From an optimization exercise on the open Yosys and OpenROAD flow, aimed at small area and a short achievable clock period; shortcuts taken in it are not production practice.
Function was checked by simulation only, so behaviour that the tests miss may differ from the original.

==> inputs of v27 <==
==> flow/design.v <==
package cpu_pkg;
    typedef logic [31:0] u32_t;                
    typedef logic [31:0] phy_t;                
    typedef logic [1:0]  mat_t;                
    typedef logic [1:0]  plv_t;                
    localparam u32_t RESET_PC = 32'h1c000000;
    localparam int unsigned BTB_IDX_W   = 6;   
    localparam int unsigned BTB_TAG_W   = 24;  
    localparam int unsigned BTB_ENTRIES = 1 << BTB_IDX_W;
    typedef logic [BTB_IDX_W-1:0] btb_idx_t;
    typedef logic [BTB_TAG_W-1:0] btb_tag_t;
    localparam plv_t PLV_KERNEL = 2'd0;
    localparam plv_t PLV_USER   = 2'd3;
    localparam mat_t MAT_SUC = 2'd0;           
    localparam mat_t MAT_CC  = 2'd1;           
    typedef enum logic [5:0] {
        ECODE_NONE = 6'h00,
        ECODE_ADEF = 6'h08,                    
        ECODE_TLBR = 6'h3f                     
    } ecode_e;
    typedef enum logic [2:0] {
        IC_NOP = 3'd0,
        IC_R   = 3'd1
    } ic_op_e;
    typedef enum logic {
        IDLE = 1'b0,
        FILL = 1'b1
    } btb_state_e;
    typedef struct packed {
        logic valid;
        u32_t pc;                              
        u32_t src_pc;                          
        logic taken;
    } wr_pc_req_t;
    typedef struct packed {
        logic valid;
        u32_t npc;
    } btb_predict_t;
    typedef struct packed {
        logic     plv0;
        logic     plv3;
        mat_t     mat;
        logic [2:0] pseg;
        logic [2:0] vseg;
    } dmw_t;
    typedef struct packed {
        logic crmd_da;
        logic crmd_pg;
        plv_t crmd_plv;
        mat_t crmd_datf;
        dmw_t dmw0;
        dmw_t dmw1;
        u32_t eentry;
    } csr_t;
    typedef struct packed {
        logic   valid;
        ecode_e ecode;
        u32_t   badv;
    } excp_pass_t;
    typedef struct packed {
        logic is_flush;
        u32_t pc;
        u32_t btb_pre;                         
    } fetch1_fetch2_pass_t;
    typedef struct packed {
        logic       valid;
        u32_t       pc;
        u32_t       inst;
        u32_t       pred_npc;
        excp_pass_t excp;
    } inst_packet_t;
endpackage
`timescale 1ns/1ps
module addr_trans (
    input  cpu_pkg::u32_t       va,
    input  logic [2:0]          va_seg_n,    
    input  cpu_pkg::csr_t       rd_csr,
    output cpu_pkg::phy_t       pa,
    output cpu_pkg::mat_t       mat,
    output cpu_pkg::excp_pass_t excp
);
    logic direct;
    logic dmw0_hit;
    logic dmw1_hit;
    logic misaligned;
    logic tlb_miss;
    logic [2:0] seg;
    assign seg      = ~va_seg_n;
    assign direct   = rd_csr.crmd_da && !rd_csr.crmd_pg;
    assign dmw0_hit = ((rd_csr.crmd_plv == cpu_pkg::PLV_KERNEL && rd_csr.dmw0.plv0) ||
                       (rd_csr.crmd_plv == cpu_pkg::PLV_USER   && rd_csr.dmw0.plv3)) &&
                      (seg == rd_csr.dmw0.vseg);
    assign dmw1_hit = ((rd_csr.crmd_plv == cpu_pkg::PLV_KERNEL && rd_csr.dmw1.plv0) ||
                       (rd_csr.crmd_plv == cpu_pkg::PLV_USER   && rd_csr.dmw1.plv3)) &&
                      (seg == rd_csr.dmw1.vseg);
    assign misaligned = (va[1:0] != 2'b00);
    assign tlb_miss   = !direct && !dmw0_hit && !dmw1_hit;  
    always_comb begin
        pa  = {seg, va[28:0]};
        mat = rd_csr.crmd_datf;
        if (!direct) begin
            if (dmw0_hit) begin                  
                pa  = {rd_csr.dmw0.pseg, va[28:0]};
                mat = rd_csr.dmw0.mat;
            end else if (dmw1_hit) begin
                pa  = {rd_csr.dmw1.pseg, va[28:0]};
                mat = rd_csr.dmw1.mat;
            end else begin
                mat = cpu_pkg::MAT_SUC;
            end
        end
    end
    always_comb begin
        excp.valid = misaligned || tlb_miss;
        excp.badv  = va;
        if (misaligned) begin
            excp.ecode = cpu_pkg::ECODE_ADEF;
        end else if (tlb_miss) begin
            excp.ecode = cpu_pkg::ECODE_TLBR;
        end else begin
            excp.ecode = cpu_pkg::ECODE_NONE;
        end
    end
endmodule
`timescale 1ns/1ps
module btb (
    input  logic                clk,
    input  logic                rst_n,
    input  cpu_pkg::u32_t       pc_r,
    input  logic                is_stall,
    input  logic                in_sel,      
    input  logic [5:0]          in_idx,      
    input  cpu_pkg::wr_pc_req_t train,
    output logic                pred_valid,
    output cpu_pkg::u32_t       pred_npc
);
    logic        valid_q  [0:63];
    logic [23:0] tag_q    [0:63];
    logic [31:0] target_q [0:63];
    logic       fill;
    logic [5:0] fill_idx;
    logic [5:0]  tr_idx;
    logic [23:0] tr_tag;
    logic        tr_write;
    assign tr_idx   = train.src_pc[7:2];
    assign tr_tag   = train.src_pc[31:8];
    assign tr_write = !fill && train.valid && train.taken;
    always_ff @(posedge clk or negedge rst_n) begin
        if (!rst_n) begin
            fill     <= 1'b1;
            fill_idx <= '0;
        end else if (fill) begin
            fill_idx <= fill_idx + 1'b1;
            if (&fill_idx) begin
                fill <= 1'b0;
            end
        end
    end
    logic        inv_v;
    logic [5:0]  inv_idx;
    logic [23:0] inv_tag;
    logic        inv2_raw;      
    logic        inv2_ok;       
    logic [5:0]  inv2_idx;
    logic [23:0] inv2_tag;
    logic        inv2_rvalid;
    logic [23:0] inv2_rtag;
    logic        m2;
    logic        match2_raw;
    logic        kill2;
    assign m2         = inv2_rvalid && (inv2_rtag == inv2_tag);
    assign match2_raw = inv2_raw && m2;
    assign kill2      = inv2_ok && m2;
    logic        s1_valid;
    logic [23:0] s1_tag;
    logic [7:0]  inv_hi;
    logic [7:0]  inv_lo;
    always_comb begin
        s1_valid = 1'b0;
        s1_tag   = '0;
        for (int i = 0; i < 64; i++) begin
            s1_valid = s1_valid | (valid_q[i] && inv_hi[i / 8] && inv_lo[i % 8]);
            s1_tag   = s1_tag   | (tag_q[i] & {24{inv_hi[i / 8] && inv_lo[i % 8]}});
        end
    end
    always_ff @(posedge clk) begin
        inv_v       <= !fill && train.valid && !train.taken;
        inv_idx     <= tr_idx;
        inv_hi      <= 8'(1) << tr_idx[5:3];
        inv_lo      <= 8'(1) << tr_idx[2:0];
        inv_tag     <= tr_tag;
        inv2_raw    <= inv_v;
        inv2_ok     <= inv_v && !(tr_write && tr_idx == inv_idx);
        inv2_idx    <= inv_idx;
        inv2_tag    <= inv_tag;
        inv2_rvalid <= s1_valid && !(kill2 && inv2_idx == inv_idx);
        inv2_rtag   <= s1_tag;
    end
    always_ff @(posedge clk) begin
        for (int i = 0; i < 64; i++) begin
            if (fill && fill_idx == 6'(i)) begin
                valid_q[i] <= 1'b0;
            end else if (tr_write && tr_idx == 6'(i)) begin
                valid_q[i] <= 1'b1;
            end else if (kill2 && inv2_idx == 6'(i)) begin
                valid_q[i] <= 1'b0;
            end
        end
        if (tr_write) begin
            tag_q[tr_idx]    <= tr_tag;
            target_q[tr_idx] <= train.pc;
        end
    end
    logic        hit_valid_r;
    logic        hit_f1_r;
    logic [23:0] hit_tag_r;
    logic [31:0] hit_target_r;
    logic        hit_killed;
    assign hit_killed = hit_f1_r && match2_raw;
    assign pred_valid = hit_valid_r && !hit_killed && (hit_tag_r == pc_r[31:8]);
    assign pred_npc   = hit_target_r;
    logic [5:0]  seq_idx;      
    logic [5:0]  other_idx;
    logic        use_tgt;
    logic [5:0]  lk_idx;
    assign other_idx = in_sel ? in_idx : seq_idx;
    assign use_tgt   = !in_sel && pred_valid;
    assign lk_idx    = use_tgt ? hit_target_r[7:2] : other_idx;
    always_ff @(posedge clk or negedge rst_n) begin
        if (!rst_n) begin
            seq_idx <= cpu_pkg::RESET_PC[7:2] + 6'd1;
        end else if (!is_stall) begin
            seq_idx <= lk_idx + 6'd1;
        end
    end
    logic rd_valid;
    logic rd_f1;
    assign rd_valid = valid_q[lk_idx] && !(kill2 && lk_idx == inv2_idx);
    assign rd_f1    = inv_v && (lk_idx == inv_idx);
    always_ff @(posedge clk or negedge rst_n) begin
        if (!rst_n) begin
            hit_valid_r <= 1'b0;
        end else if (!is_stall) begin
            hit_valid_r <= !fill && rd_valid;
        end else begin
            hit_valid_r <= hit_valid_r && !hit_killed;
        end
    end
    always_ff @(posedge clk) begin
        hit_f1_r <= !is_stall && rd_f1;
        if (!is_stall) begin
            hit_tag_r    <= tag_q[lk_idx];
            hit_target_r <= target_q[lk_idx];
        end
    end
endmodule
`timescale 1ns/1ps
module fetch1 (
    input  logic                clk,
    input  logic                rst_n,
    input  logic                is_stall,
    input  cpu_pkg::wr_pc_req_t ex_wr_pc_req,
    input  cpu_pkg::wr_pc_req_t excp_wr_pc_req,
    input  logic                pred_valid,
    input  cpu_pkg::u32_t       pred_npc,
    output cpu_pkg::u32_t       pc_r,
    output logic [2:0]          pc_seg_n,    
    output logic                in_sel,
    output logic [5:0]          in_idx
);
    cpu_pkg::u32_t npc;
    always_comb begin
        if (excp_wr_pc_req.valid) begin
            npc = excp_wr_pc_req.pc;
        end else if (ex_wr_pc_req.valid) begin
            npc = ex_wr_pc_req.pc;
        end else if (pred_valid) begin
            npc = pred_npc;
        end else begin
            npc = pc_r + 32'd4;
        end
    end
    assign in_sel = excp_wr_pc_req.valid || ex_wr_pc_req.valid;
    assign in_idx = excp_wr_pc_req.valid ? excp_wr_pc_req.pc[7:2] : ex_wr_pc_req.pc[7:2];
    always_ff @(posedge clk or negedge rst_n) begin
        if (!rst_n) begin
            pc_r     <= cpu_pkg::RESET_PC;
            pc_seg_n <= ~cpu_pkg::RESET_PC[31:29];
        end else if (!is_stall) begin
            pc_r     <= npc;
            pc_seg_n <= ~npc[31:29];
        end
    end
endmodule
`timescale 1ns/1ps
module fetch2 (
    input  logic                clk,
    input  logic                rst_n,
    input  logic                is_stall,
    input  logic                is_flush,
    input  cpu_pkg::u32_t       pc_r,
    input  logic                excp_valid,
    input  logic                excp_adef,
    input  cpu_pkg::u32_t       icache_rdata,
    output logic [135:0]        inst_out
);
    logic        flush_r;
    logic        excp_valid_r;
    logic        inst_keep_r;     
    logic        adef_r;
    logic [31:0] pc2_r;
    always_ff @(posedge clk or negedge rst_n) begin
        if (!rst_n) begin
            flush_r      <= 1'b1;
            excp_valid_r <= 1'b0;
            inst_keep_r  <= 1'b1;
        end else if (!is_stall) begin
            flush_r      <= is_flush;
            excp_valid_r <= excp_valid;
            inst_keep_r  <= !excp_valid;
        end
    end
    always_ff @(posedge clk) begin
        pc2_r  <= (pc_r & {32{!is_stall}}) | (pc2_r & {32{is_stall}});
        adef_r <= (excp_adef && !is_stall) || (adef_r && is_stall);
    end
    logic [5:0] ecode;
    assign ecode = excp_valid_r ? (adef_r ? cpu_pkg::ECODE_ADEF : cpu_pkg::ECODE_TLBR)
                                : cpu_pkg::ECODE_NONE;
    assign inst_out = {!flush_r, pc2_r, (icache_rdata & {32{inst_keep_r}}), pc_r,
                       excp_valid_r, ecode, pc2_r};
endmodule
`timescale 1ns/1ps
module fetch_front (
    input  logic         clk,
    input  logic         rst_n,
    input  logic [65:0]  ex_wr_pc_req,        
    input  logic [65:0]  excp_wr_pc_req,      
    input  logic [57:0]  rd_csr,              
    input  logic         is_stall,
    input  logic         is_flush,
    output logic [2:0]   icache_op,           
    output logic [11:0]  icache_idx,
    output logic [31:0]  icache_pa,           
    output logic         icache_is_cached,
    input  logic [31:0]  icache_rdata,        
    output logic [135:0] inst_out             
);
    cpu_pkg::u32_t       pc_r;
    logic                in_sel;
    logic [2:0]          pc_seg_n;
    logic [5:0]          in_idx;
    logic                pred_valid;
    cpu_pkg::u32_t       pred_npc;
    cpu_pkg::phy_t       pa;
    cpu_pkg::mat_t       mat;
    cpu_pkg::excp_pass_t addr_excp;
    fetch1 u_fetch1 (
        .clk            (clk),
        .rst_n          (rst_n),
        .is_stall       (is_stall),
        .ex_wr_pc_req   (ex_wr_pc_req),
        .excp_wr_pc_req (excp_wr_pc_req),
        .pred_valid     (pred_valid),
        .pred_npc       (pred_npc),
        .pc_r           (pc_r),
        .pc_seg_n       (pc_seg_n),
        .in_sel         (in_sel),
        .in_idx         (in_idx)
    );
    btb u_btb (
        .clk        (clk),
        .rst_n      (rst_n),
        .pc_r       (pc_r),
        .is_stall   (is_stall),
        .in_sel     (in_sel),
        .in_idx     (in_idx),
        .train      (ex_wr_pc_req),
        .pred_valid (pred_valid),
        .pred_npc   (pred_npc)
    );
    addr_trans u_addr_trans (
        .va     (pc_r),
        .va_seg_n (pc_seg_n),
        .rd_csr (rd_csr),
        .pa     (pa),
        .mat    (mat),
        .excp   (addr_excp)
    );
    assign icache_op        = is_flush ? cpu_pkg::IC_NOP : cpu_pkg::IC_R;
    assign icache_idx       = pc_r[11:0];
    assign icache_pa        = pa;
    assign icache_is_cached = mat[0];
    fetch2 u_fetch2 (
        .clk          (clk),
        .rst_n        (rst_n),
        .is_stall     (is_stall),
        .is_flush     (is_flush),
        .pc_r         (pc_r),
        .excp_valid   (addr_excp.valid),
        .excp_adef    (pc_r[1:0] != 2'b00),
        .icache_rdata (icache_rdata),
        .inst_out     (inst_out)
    );
endmodule
==> flow/flow/run.sh <==
#!/bin/bash
# The standard layout, with plain buffers (buf_2, resizable) on the ports in place of the
# delay cells buffer_ports picks by default.
set -euo pipefail
cd "$(dirname "$0")/.."
export BUFFER_PORTS_ARGS="-buffer_cell sky130_fd_sc_hd__buf_2"
bash standard.sh > standard.log 2>&1
==> flow/standard.sh <==
#!/bin/bash
# synth_recipe.tcl (not shown) runs the flow's synth.tcl, then flattens the netlist and writes it again
# the make line also repeats each setting of config.mk as NAME=value (left out here)
make -C /OpenROAD-flow-scripts/flow DESIGN_CONFIG=/design/flow/config.mk WORK_HOME=/design/flow/orfs CLKGATE_MAP_FILE= SYNTH_SCRIPT=/design/flow/synth_recipe.tcl "${@:-finish}"
==> flow/config.mk <==
export PLATFORM = sky130hd
export DESIGN_NAME = fetch_front
export DESIGN_NICKNAME = fetch_front
export VERILOG_FILES = /design/flow/design.v
export SDC_FILE = /design/flow/constraint.sdc
export NUM_CORES = 4
export LEC_CHECK = 0
export CAP_MARGIN = 20
export CORE_MARGIN = 2
export CORE_UTILIZATION = 35
export CTS_BUF_LIST = sky130_fd_sc_hd__clkbuf_16
export CTS_CLUSTER_DIAMETER = 100
export CTS_CLUSTER_SIZE = 24
export PLACE_DENSITY = 0.45
export SETUP_SLACK_MARGIN = 0.9
export SLEW_MARGIN = 20
==> flow/constraint.sdc <==
create_clock -name core_clock -period 5.0 [get_ports {clk}]
set_input_delay 1.0000 -clock core_clock [delete_from_list [all_inputs] [get_ports {clk}]]
set_output_delay 1.0000 -clock core_clock [all_outputs]
set_load 0.01 [all_outputs]
==> v38: changes against v27 <==
--- a/flow/design.v
+++ b/flow/design.v
@@ -73,7 +73,6 @@
 `timescale 1ns/1ps
 module addr_trans (
     input  cpu_pkg::u32_t       va,
-    input  logic [2:0]          va_seg_n,    
     input  cpu_pkg::csr_t       rd_csr,
     output cpu_pkg::phy_t       pa,
     output cpu_pkg::mat_t       mat,
@@ -84,19 +83,17 @@
     logic dmw1_hit;
     logic misaligned;
     logic tlb_miss;
-    logic [2:0] seg;
-    assign seg      = ~va_seg_n;
     assign direct   = rd_csr.crmd_da && !rd_csr.crmd_pg;
     assign dmw0_hit = ((rd_csr.crmd_plv == cpu_pkg::PLV_KERNEL && rd_csr.dmw0.plv0) ||
                        (rd_csr.crmd_plv == cpu_pkg::PLV_USER   && rd_csr.dmw0.plv3)) &&
-                      (seg == rd_csr.dmw0.vseg);
+                      (va[31:29] == rd_csr.dmw0.vseg);
     assign dmw1_hit = ((rd_csr.crmd_plv == cpu_pkg::PLV_KERNEL && rd_csr.dmw1.plv0) ||
                        (rd_csr.crmd_plv == cpu_pkg::PLV_USER   && rd_csr.dmw1.plv3)) &&
-                      (seg == rd_csr.dmw1.vseg);
+                      (va[31:29] == rd_csr.dmw1.vseg);
     assign misaligned = (va[1:0] != 2'b00);
     assign tlb_miss   = !direct && !dmw0_hit && !dmw1_hit;  
     always_comb begin
-        pa  = {seg, va[28:0]};
+        pa  = va;
         mat = rd_csr.crmd_datf;
         if (!direct) begin
             if (dmw0_hit) begin                  
@@ -126,10 +123,9 @@
 module btb (
     input  logic                clk,
     input  logic                rst_n,
+    input  cpu_pkg::u32_t       npc,
     input  cpu_pkg::u32_t       pc_r,
     input  logic                is_stall,
-    input  logic                in_sel,      
-    input  logic [5:0]          in_idx,      
     input  cpu_pkg::wr_pc_req_t train,
     output logic                pred_valid,
     output cpu_pkg::u32_t       pred_npc
@@ -139,12 +135,17 @@
     logic [31:0] target_q [0:63];
     logic       fill;
     logic [5:0] fill_idx;
+    logic [5:0]  lk_idx;
     logic [5:0]  tr_idx;
     logic [23:0] tr_tag;
-    logic        tr_write;
-    assign tr_idx   = train.src_pc[7:2];
-    assign tr_tag   = train.src_pc[31:8];
-    assign tr_write = !fill && train.valid && train.taken;
+    logic        tr_present;
+    logic        hit_valid_r;
+    logic [23:0] hit_tag_r;
+    logic [31:0] hit_target_r;
+    assign lk_idx     = npc[7:2];
+    assign tr_idx     = train.src_pc[7:2];
+    assign tr_tag     = train.src_pc[31:8];
+    assign tr_present = valid_q[tr_idx] && (tag_q[tr_idx] == tr_tag);
     always_ff @(posedge clk or negedge rst_n) begin
         if (!rst_n) begin
             fill     <= 1'b1;
@@ -156,103 +157,32 @@
             end
         end
     end
-    logic        inv_v;
-    logic [5:0]  inv_idx;
-    logic [23:0] inv_tag;
-    logic        inv2_raw;      
-    logic        inv2_ok;       
-    logic [5:0]  inv2_idx;
-    logic [23:0] inv2_tag;
-    logic        inv2_rvalid;
-    logic [23:0] inv2_rtag;
-    logic        m2;
-    logic        match2_raw;
-    logic        kill2;
-    assign m2         = inv2_rvalid && (inv2_rtag == inv2_tag);
-    assign match2_raw = inv2_raw && m2;
-    assign kill2      = inv2_ok && m2;
-    logic        s1_valid;
-    logic [23:0] s1_tag;
-    logic [7:0]  inv_hi;
-    logic [7:0]  inv_lo;
-    always_comb begin
-        s1_valid = 1'b0;
-        s1_tag   = '0;
-        for (int i = 0; i < 64; i++) begin
-            s1_valid = s1_valid | (valid_q[i] && inv_hi[i / 8] && inv_lo[i % 8]);
-            s1_tag   = s1_tag   | (tag_q[i] & {24{inv_hi[i / 8] && inv_lo[i % 8]}});
-        end
-    end
     always_ff @(posedge clk) begin
-        inv_v       <= !fill && train.valid && !train.taken;
-        inv_idx     <= tr_idx;
-        inv_hi      <= 8'(1) << tr_idx[5:3];
-        inv_lo      <= 8'(1) << tr_idx[2:0];
-        inv_tag     <= tr_tag;
-        inv2_raw    <= inv_v;
-        inv2_ok     <= inv_v && !(tr_write && tr_idx == inv_idx);
-        inv2_idx    <= inv_idx;
-        inv2_tag    <= inv_tag;
-        inv2_rvalid <= s1_valid && !(kill2 && inv2_idx == inv_idx);
-        inv2_rtag   <= s1_tag;
-    end
-    always_ff @(posedge clk) begin
-        for (int i = 0; i < 64; i++) begin
-            if (fill && fill_idx == 6'(i)) begin
-                valid_q[i] <= 1'b0;
-            end else if (tr_write && tr_idx == 6'(i)) begin
-                valid_q[i] <= 1'b1;
-            end else if (kill2 && inv2_idx == 6'(i)) begin
-                valid_q[i] <= 1'b0;
-            end
-        end
-        if (tr_write) begin
+        if (fill) begin
+            valid_q[fill_idx] <= 1'b0;
+        end else if (train.valid && train.taken) begin
+            valid_q[tr_idx]  <= 1'b1;
             tag_q[tr_idx]    <= tr_tag;
             target_q[tr_idx] <= train.pc;
+        end else if (train.valid && tr_present) begin
+            valid_q[tr_idx]  <= 1'b0;
         end
     end
-    logic        hit_valid_r;
-    logic        hit_f1_r;
-    logic [23:0] hit_tag_r;
-    logic [31:0] hit_target_r;
-    logic        hit_killed;
-    assign hit_killed = hit_f1_r && match2_raw;
-    assign pred_valid = hit_valid_r && !hit_killed && (hit_tag_r == pc_r[31:8]);
-    assign pred_npc   = hit_target_r;
-    logic [5:0]  seq_idx;      
-    logic [5:0]  other_idx;
-    logic        use_tgt;
-    logic [5:0]  lk_idx;
-    assign other_idx = in_sel ? in_idx : seq_idx;
-    assign use_tgt   = !in_sel && pred_valid;
-    assign lk_idx    = use_tgt ? hit_target_r[7:2] : other_idx;
-    always_ff @(posedge clk or negedge rst_n) begin
-        if (!rst_n) begin
-            seq_idx <= cpu_pkg::RESET_PC[7:2] + 6'd1;
-        end else if (!is_stall) begin
-            seq_idx <= lk_idx + 6'd1;
-        end
-    end
-    logic rd_valid;
-    logic rd_f1;
-    assign rd_valid = valid_q[lk_idx] && !(kill2 && lk_idx == inv2_idx);
-    assign rd_f1    = inv_v && (lk_idx == inv_idx);
     always_ff @(posedge clk or negedge rst_n) begin
         if (!rst_n) begin
             hit_valid_r <= 1'b0;
         end else if (!is_stall) begin
-            hit_valid_r <= !fill && rd_valid;
-        end else begin
-            hit_valid_r <= hit_valid_r && !hit_killed;
+            hit_valid_r <= !fill && valid_q[lk_idx];
         end
     end
     always_ff @(posedge clk) begin
-        hit_f1_r <= !is_stall && rd_f1;
         if (!is_stall) begin
             hit_tag_r    <= tag_q[lk_idx];
             hit_target_r <= target_q[lk_idx];
         end
     end
+    assign pred_valid = hit_valid_r && (hit_tag_r == pc_r[31:8]);
+    assign pred_npc   = hit_target_r;
 endmodule
 `timescale 1ns/1ps
 module fetch1 (
@@ -264,11 +194,8 @@
     input  logic                pred_valid,
     input  cpu_pkg::u32_t       pred_npc,
     output cpu_pkg::u32_t       pc_r,
-    output logic [2:0]          pc_seg_n,    
-    output logic                in_sel,
-    output logic [5:0]          in_idx
+    output cpu_pkg::u32_t       npc
 );
-    cpu_pkg::u32_t npc;
     always_comb begin
         if (excp_wr_pc_req.valid) begin
             npc = excp_wr_pc_req.pc;
@@ -280,15 +207,11 @@
             npc = pc_r + 32'd4;
         end
     end
-    assign in_sel = excp_wr_pc_req.valid || ex_wr_pc_req.valid;
-    assign in_idx = excp_wr_pc_req.valid ? excp_wr_pc_req.pc[7:2] : ex_wr_pc_req.pc[7:2];
     always_ff @(posedge clk or negedge rst_n) begin
         if (!rst_n) begin
-            pc_r     <= cpu_pkg::RESET_PC;
-            pc_seg_n <= ~cpu_pkg::RESET_PC[31:29];
+            pc_r <= cpu_pkg::RESET_PC;
         end else if (!is_stall) begin
-            pc_r     <= npc;
-            pc_seg_n <= ~npc[31:29];
+            pc_r <= npc;
         end
     end
 endmodule
@@ -306,28 +229,27 @@
 );
     logic        flush_r;
     logic        excp_valid_r;
-    logic        inst_keep_r;     
     logic        adef_r;
     logic [31:0] pc2_r;
     always_ff @(posedge clk or negedge rst_n) begin
         if (!rst_n) begin
             flush_r      <= 1'b1;
             excp_valid_r <= 1'b0;
-            inst_keep_r  <= 1'b1;
         end else if (!is_stall) begin
             flush_r      <= is_flush;
             excp_valid_r <= excp_valid;
-            inst_keep_r  <= !excp_valid;
         end
     end
     always_ff @(posedge clk) begin
-        pc2_r  <= (pc_r & {32{!is_stall}}) | (pc2_r & {32{is_stall}});
-        adef_r <= (excp_adef && !is_stall) || (adef_r && is_stall);
+        if (!is_stall) begin
+            pc2_r  <= pc_r;
+            adef_r <= excp_adef;
+        end
     end
     logic [5:0] ecode;
     assign ecode = excp_valid_r ? (adef_r ? cpu_pkg::ECODE_ADEF : cpu_pkg::ECODE_TLBR)
                                 : cpu_pkg::ECODE_NONE;
-    assign inst_out = {!flush_r, pc2_r, (icache_rdata & {32{inst_keep_r}}), pc_r,
+    assign inst_out = {!flush_r, pc2_r, (excp_valid_r ? 32'd0 : icache_rdata), pc_r,
                        excp_valid_r, ecode, pc2_r};
 endmodule
 `timescale 1ns/1ps
@@ -347,9 +269,7 @@
     output logic [135:0] inst_out             
 );
     cpu_pkg::u32_t       pc_r;
-    logic                in_sel;
-    logic [2:0]          pc_seg_n;
-    logic [5:0]          in_idx;
+    cpu_pkg::u32_t       npc;
     logic                pred_valid;
     cpu_pkg::u32_t       pred_npc;
     cpu_pkg::phy_t       pa;
@@ -364,24 +284,20 @@
         .pred_valid     (pred_valid),
         .pred_npc       (pred_npc),
         .pc_r           (pc_r),
-        .pc_seg_n       (pc_seg_n),
-        .in_sel         (in_sel),
-        .in_idx         (in_idx)
+        .npc            (npc)
     );
     btb u_btb (
         .clk        (clk),
         .rst_n      (rst_n),
+        .npc        (npc),
         .pc_r       (pc_r),
         .is_stall   (is_stall),
-        .in_sel     (in_sel),
-        .in_idx     (in_idx),
         .train      (ex_wr_pc_req),
         .pred_valid (pred_valid),
         .pred_npc   (pred_npc)
     );
     addr_trans u_addr_trans (
         .va     (pc_r),
-        .va_seg_n (pc_seg_n),
         .rd_csr (rd_csr),
         .pa     (pa),
         .mat    (mat),
==> flow/run.sh (new file) <==
#!/bin/bash
# synth_recipe.tcl (not shown) runs the flow's synth.tcl, then flattens the netlist and writes it again
# the make line also repeats each setting of config.mk as NAME=value (left out here)
make -C /OpenROAD-flow-scripts/flow DESIGN_CONFIG=/design/flow/config.mk WORK_HOME=/design/flow/orfs CLKGATE_MAP_FILE= SYNTH_SCRIPT=/design/flow/synth_recipe.tcl finish
- CORE_UTILIZATION: 35 -> 55
- CTS_BUF_LIST: sky130_fd_sc_hd__clkbuf_16 -> not set
- CTS_CLUSTER_DIAMETER: 100 -> not set
- CTS_CLUSTER_SIZE: 24 -> not set
- PLACE_DENSITY: 0.45 -> 0.65
- SETUP_SLACK_MARGIN: 0.9 -> 2.0
removed: flow/flow/run.sh
removed: flow/standard.sh
==> PnR_summary.wiki <==
{| class="wikitable"
! Metric !! Value
|-
| Status || no timing/DRC/antenna violations
|-
| Share of the synthesized area in compound gates (AO/OA/AOI/OAI) || 7.514%
|-
| CTS-repair resized insts || 379
|-
| Average size of a mapped cell || 12.84 um^2
|-
| Post-DP HPWL || between 300,000 and 400,000 um
|-
| CP required || about 5700 ps
|}
(the above is from v38)
==> PnR_summary.wiki <==
{| class="wikitable"
! Metric !! Value
|-
| Status || no timing/DRC/antenna violations
|-
| Fraction of registers with async set/reset || 1.335%
|-
| CP required || 5720 ps
|-
| Kind of cell adding the most delay to the critical path || buffers and inverters
|-
| Top cells by instance count after synthesis || 3,673 x sky130_fd_sc_hd__edfxtp_1, 1,973 x sky130_fd_sc_hd__nand2_1, 926 x sky130_fd_sc_hd__mux2i_1, 910 x sky130_fd_sc_hd__and3_1, 907 x sky130_fd_sc_hd__a211oi_1
|-
| Via count of the first global-routing pass || around 110k
|-
| Share of the synthesized area in compound gates (AO/OA/AOI/OAI) || between 10% and 20%
|-
| Average size of a mapped cell || around 14 um^2
|-
| Number of fill cells || 43,140
|-
| CTS-repair resized insts || 144
|-
| Post-DP HPWL || 500,600 um
|-
| Area growth syn-to-layout || 17.54%
|}
(the above is from v27)

-- static timing again, ports no longer ideal --
The results above use ideal ports. As a check the final layouts listed here were re-extracted and re-timed, cells and wires unchanged. Step 1 sets driving cells, clkbuf_16 on the clock port and buf_2 on the other inputs (assumed; they add their load-dependent delay and slew). Step 2 also shifts input and output timing later by t, the mid clock arrival at the registers, as if the neighbouring blocks saw the same clock. a / b / c = ideal / step 1 / step 2; a / b = the first two.
| run | shift t [ns] | slack for setup (ns) | hold WS [ns] | worst setup path after step 2 |
|---|---|---|---|---|
| v27 | 1.078 | 0.165 / 0.165 / -0.004 | 0.168 / 0.069 / 0.314 | input to register |
| v38 | 1.075 | 0.403 / 0.321 / -0.754 | 0.137 / 0.048 / 0.495 | input to register |
With both steps, setup timing fails in v27 and v38, where it was met with ideal ports. For v38, which loses most, drivers alone change the setup slack by -0.082 ns; drivers and shift together by -1.157 ns.
